This design comes from an exercise in tuning for small area and few clock cycles per item on the open sky130 flow, not from production work.
RTL that was checked went through simulation tests only; none was proved equivalent to the original.

==> inputs of run Z <==
// heading_yaw_slew_limiter
module heading_yaw_slew_limiter (
    input  logic                               clk,
    input  logic                               rst_n,
    input  logic                               cfg_we,
    input  logic [hysl_pkg::CFG_IDX_W-1:0]     cfg_index,
    input  logic [hysl_pkg::CFG_DATA_W-1:0]    cfg_data,
    input  logic                               point_valid,
    output logic                               point_ready,
    input  logic signed [31:0]                 point_pos_x,
    input  logic signed [31:0]                 point_pos_y,
    input  logic signed [15:0]                 point_vel_x,
    input  logic signed [15:0]                 point_vel_y,
    output logic                               cmd_valid,
    input  logic                               cmd_ready,
    output logic signed [31:0]                 cmd_x,
    output logic signed [31:0]                 cmd_y,
    output logic        [30:0]                 cmd_z,
    output logic signed [15:0]                 cmd_yaw,
    output logic signed [15:0]                 cmd_yaw_rate
);
clock: 14.0 ns
lec_check: 0
abc_area: 1
cap_margin: 10
core_margin: 2
core_utilization: 65
slew_margin: 10
standard.sh (not shown) runs the stock make flow with config.mk's settings and CLKGATE_MAP_FILE= SYNTH_SCRIPT=/design/flow/synth_recipe.tcl, a recipe that flattens the netlist after the stock synthesis.
==> flow/flow/run.sh <==
#!/bin/bash
# Own layout flow: the standard synthesis, then three netlist passes on the
# logic between the registers (registers stay exactly as synthesized: same
# instances, names and cell types), then the standard layout:
#  1. invpush.py: a full adder is self-dual, so a full-adder cell may take its
#     inputs and give its outputs in the other polarity when that cancels
#     inverters; a gate whose only load is an inverter becomes its complement.
#  2. ABC (remap.abc: the standard flow's area script with more restructuring)
#     re-maps all the logic except the
#     registers and the full adders of the carry-save trees that feed only the
#     slow flag or the rate (keepcsa.py marks them); the CORDIC adders come out
#     of it faster than as half/full-adder cells.
#  3. invpush.py again.
# Every port is buffered as the standard flow does, with the buffer cell named
# in port_buffer. Each step's output goes to a log file of its own here.
set -euo pipefail
WORK=$(pwd)
FLOW_DIR=$WORK/flow
RES=$WORK/orfs/results/$FLOW_PLATFORM/heading_yaw_slew_limiter/base
LIB=$FLOW_HOME/platforms/$FLOW_PLATFORM/lib/sky130_fd_sc_hd__tt_025C_1v80.lib
YOSYS=$FLOW_HOME/../tools/install/yosys/bin/yosys
[[ -x $YOSYS ]] || YOSYS=$(command -v yosys)

bash standard.sh synth > $WORK/flow_1_synth.log 2>&1
cp $RES/1_2_yosys.v $WORK/standard_netlist.v

python3 $FLOW_DIR/invpush.py $WORK/standard_netlist.v $WORK/pass1_netlist.v $LIB > $WORK/flow_2_invpush.log 2>&1
python3 $FLOW_DIR/keepcsa.py $WORK/pass1_netlist.v $WORK/pass1_marked.v $WORK/keep_stub.v > $WORK/flow_3_keepcsa.log 2>&1

SEQ=$(grep -oE 'cell *\("?sky130_fd_sc_hd__[a-z0-9_]*' $LIB | sed 's/cell *("*//' \
      | grep -E '__(df|dl|edf|sdf|sed|sdl|lpflow|einv|ebuf|conb|tap|fill|decap|diode|probe|clkdly|dlygate)' \
      | sort -u | tr '\n' ' ')
DONT=$(grep -oE 'cell *\("?sky130_fd_sc_hd__[a-z0-9_]*' $LIB | sed 's/cell *("*//' \
      | grep -E '__(lpflow|probe)' | sort -u | sed 's/^/-dont_use /' | tr '\n' ' ')
$YOSYS -l $WORK/flow_4_abc.log -p "
read_liberty -ignore_miss_func $LIB;
blackbox $SEQ;
read_verilog -lib $WORK/keep_stub.v;
read_verilog $WORK/pass1_marked.v;
hierarchy -top $FLOW_TOP;
flatten;
opt_clean;
abc -liberty $LIB $DONT -script $FLOW_DIR/remap.abc;
splitnets;
opt_clean -purge;
hilomap -singleton -hicell sky130_fd_sc_hd__conb_1 HI -locell sky130_fd_sc_hd__conb_1 LO;
insbuf -buf sky130_fd_sc_hd__buf_4 A X;
write_verilog -noexpr -noattr -nohex -nodec $WORK/pass2_marked.v;
tee -o $WORK/pass2_stat.txt stat -liberty $LIB
" > /dev/null
sed 's/hyslkeep_//' $WORK/pass2_marked.v > $WORK/pass2_netlist.v

python3 $FLOW_DIR/invpush.py $WORK/pass2_netlist.v $WORK/pass3_netlist.v $LIB > $WORK/flow_5_invpush.log 2>&1
cp $WORK/pass3_netlist.v $RES/1_2_yosys.v
touch $RES/1_2_yosys.v

export BUFFER_PORTS_ARGS="-buffer_cell $(cat $FLOW_DIR/port_buffer)"
bash standard.sh > $WORK/flow_6_layout.log 2>&1
Other scripts of this flow, unchanged in this note and not shown: flow/flow/invpush.py, flow/flow/keepcsa.py, flow/flow/port_buffer, flow/flow/remap.abc
==> inputs of run F, as changes to run Z <==
Settings changed: CORE_UTILIZATION 65 to 55.
==> summary.txt <==
vias in the first global route=45518; filler cell count=~6700; # diodes=1; final setup margin=0.2998 ns; status=timing/DRC/antenna clean; Starting Density=approximately 65%; WL/cell=17.01 µm; met2 GRT Util=58.58%; share of layout cells above drive strength 1=13.68%; Final Wtd Congestion=0.9692; largest net degree at the start of global routing=164; via count=about 47000; R2R depth=99; Max Fclk=about 0.073 GHz; Layout clock buffers=between 60 and 70; Non-clock buffering overhead=4.813%; met1 GRT Util=44.59%
That was run Z.
==> summary.txt <==
Routed Antenna Nets=0; Hold Path Class=register to register; # diodes=2; status=timing/DRC/antenna clean; WL/cell=16.72 µm; share of layout cells above drive strength 1=13.37%; vias in the first global route=43048; via count=45955; met1 GRT Util=39.45%; filler cell count=8987; largest net degree at the start of global routing=73; Synth Warn #=~110; Layout clock buffers=63; R2R depth=between 90 and 100; Non-clock buffering overhead=4.592%; Clock Tree Buf Depth=3; Starting Density=55.34%
That was run F.
Testbench counts of run Z, summed over its fixed seeds: cycles 12,024, items 12,000.
Testbench counts of run F, summed over its fixed seeds: cycles 12,024, items 12,000.


==> zinc: inputs <==
Another version of the RTL of heading_yaw_slew_limiter (not shown whole).
export LEC_CHECK = 0
export CAP_MARGIN = 20
export CORE_MARGIN = 2
export CORE_UTILIZATION = 40
export SLEW_MARGIN = 20
create_clock -name core_clock -period 14.0 [get_ports {clk}]
==> flow/flow/run.sh <==
#!/bin/bash
# Own layout flow: the standard synthesis, then the combinational logic
# between the registers re-mapped by ABC for delay (registers untouched: same
# instances, names and cell types; the full adders of the carry-save trees are
# kept as they are), then the standard layout from that netlist. Each
# tool's output goes to a log file of its own in this folder.
set -euo pipefail
WORK=$(pwd)
FLOW_DIR=$WORK/flow
RES=$WORK/orfs/results/$FLOW_PLATFORM/heading_yaw_slew_limiter/base
LIB=$FLOW_HOME/platforms/$FLOW_PLATFORM/lib/sky130_fd_sc_hd__tt_025C_1v80.lib
YOSYS=$FLOW_HOME/../tools/install/yosys/bin/yosys
[[ -x $YOSYS ]] || YOSYS=$(command -v yosys)

bash standard.sh synth > $WORK/flow_1_synth.log 2>&1
cp $RES/1_2_yosys.v $WORK/standard_netlist.v

# 2. re-map the logic between the registers for delay
python3 $FLOW_DIR/keepfa.py $WORK/standard_netlist.v $WORK/marked_netlist.v \
    $WORK/keep_stub.v 2 > $WORK/flow_2_keepfa.log 2>&1
SEQ=$(grep -oE 'cell *\("?sky130_fd_sc_hd__[a-z0-9_]*' $LIB | sed 's/cell *("*//' \
      | grep -E '__(df|dl|edf|sdf|sed|sdl|lpflow|einv|ebuf|conb|tap|fill|decap|diode|probe|clkdly|dlygate)' \
      | sort -u | tr '\n' ' ')
DONT=$(grep -oE 'cell *\("?sky130_fd_sc_hd__[a-z0-9_]*' $LIB | sed 's/cell *("*//' \
      | grep -E '__(lpflow|probe)' | sort -u | sed 's/^/-dont_use /' | tr '\n' ' ')
DELAY=$(cat $FLOW_DIR/abc_delay_ps)
sed "s/@D@/$DELAY/g" $FLOW_DIR/resyn.abc > $WORK/resyn.abc
$YOSYS -l $WORK/flow_3_resyn.log -p "
read_liberty -ignore_miss_func $LIB;
blackbox $SEQ;
read_verilog -lib $WORK/keep_stub.v;
read_verilog $WORK/marked_netlist.v;
hierarchy -top $FLOW_TOP;
flatten;
opt_clean;
abc -liberty $LIB $DONT -script $WORK/resyn.abc;
splitnets;
opt_clean -purge;
hilomap -singleton -hicell sky130_fd_sc_hd__conb_1 HI -locell sky130_fd_sc_hd__conb_1 LO;
insbuf -buf sky130_fd_sc_hd__buf_4 A X;
write_verilog -noexpr -noattr -nohex -nodec $WORK/resyn_marked.v;
tee -o $WORK/resyn_stat.txt stat -liberty $LIB
" > /dev/null
sed 's/hyslkeep_//' $WORK/resyn_marked.v > $WORK/resyn_netlist.v
cp $WORK/resyn_netlist.v $RES/1_2_yosys.v
touch $RES/1_2_yosys.v

# 3. the standard layout from the re-mapped netlist (ports buffered as the
#    standard flow does, with the buffer cell named in port_buffer if any)
if [[ -s $FLOW_DIR/port_buffer ]]; then
  export BUFFER_PORTS_ARGS="-buffer_cell $(cat $FLOW_DIR/port_buffer)"
fi
bash standard.sh > $WORK/flow_4_layout.log 2>&1
Other scripts of this flow, unchanged in this note and not shown: flow/flow/abc_delay_ps, flow/flow/keepfa.py, flow/flow/port_buffer, flow/flow/resyn.abc
==> inputs of amber, as changes to zinc <==
Settings changed: GPL_TIMING_DRIVEN set to 0.
==> qor summary <==
item	amber	zinc
Run status	complete, but fails checks	complete, but fails checks
Layout check failures	negative setup slack	negative setup slack
Fin Setup TNS	-17.08 ns	-3.71 ns
Fmax	0.0645 GHz	0.0692 GHz
Worst R2R End	u_front.aim_rz[12]	u_front.aim_rz[13]
Count of filler cells inserted in the layout	13400	13400
Number of instances resized during post-cts repair	474	117
GRT met1 Usage	31.8%	31.7%
Critical Path Most Common Cell	sky130_fd_sc_hd__nand2_2	sky130_fd_sc_hd__a21oi_2
Post-layout worst setup margin	-1.51 ns	-0.447 ns
Largest fanout on the critical path	7	8
Multi-input combinational cell area	0.0414 mm2	0.0402 mm2
Seq/total area	18.7%	18.5%
Tmin final	15.51 ns	14.45 ns
Post-placement worst setup slack	-3.14 ns	-0.671 ns
Maximum number of pins on one net before global-route repair	114	83
Worst path max stage delay	0.47 ns	0.50 ns
Tightest slew margin relative to the limit	35.7%	32.0%
Routed length on met3	10300 um	8550 um
Top layer reached by signal wires	met5	met4
Share of cell area taken by multi-input logic gates	58.2%	56.0%
Worst reg-to-reg setup slack	-1.51 ns	-0.45 ns
Count of plain and timing-repair buffers	1022	1268
No run of this note included a check of the RTL's function; only the layout flow was run.

## re-timing with driven ports
The results above use ideal ports. As a check the final layouts listed here were re-extracted and re-timed, cells and wires unchanged. Step 1 (the two cells are an assumption about what drives the block):
set clk [get_ports {clk}]
set_driving_cell -lib_cell sky130_fd_sc_hd__clkbuf_16 $clk
set_driving_cell -lib_cell sky130_fd_sc_hd__buf_2 [delete_from_list [all_inputs] $clk]
Step 2 also shifts input and output timing later by t, the mid clock arrival at the registers, as if the neighbouring blocks saw the same clock. Three values: ideal ports, drivers, drivers and shift; two values: the first two.
run	t, ns	slack for setup (ns)	hold slack, ns	worst data-port slew with drivers (ns)
run Z	0.688	0.300 / 0.229 / -0.069	0.409 / 0.409 / 0.409	0.08
run F	0.700	0.233 / 0.166 / 0.046	0.408 / 0.408 / 0.408	0.07
zinc	0.721	-0.447 / -0.447 / -0.447	0.393 / 0.393 / 0.393	0.15
amber	0.709	-1.509 / -1.509 / -1.509	0.413 / 0.413 / 0.413	0.15
With both steps, setup timing fails in run Z, where it was met with ideal ports. The setup slack of run Z, which loses most, moves by -0.071 ns with the drivers and by -0.369 ns with both steps.
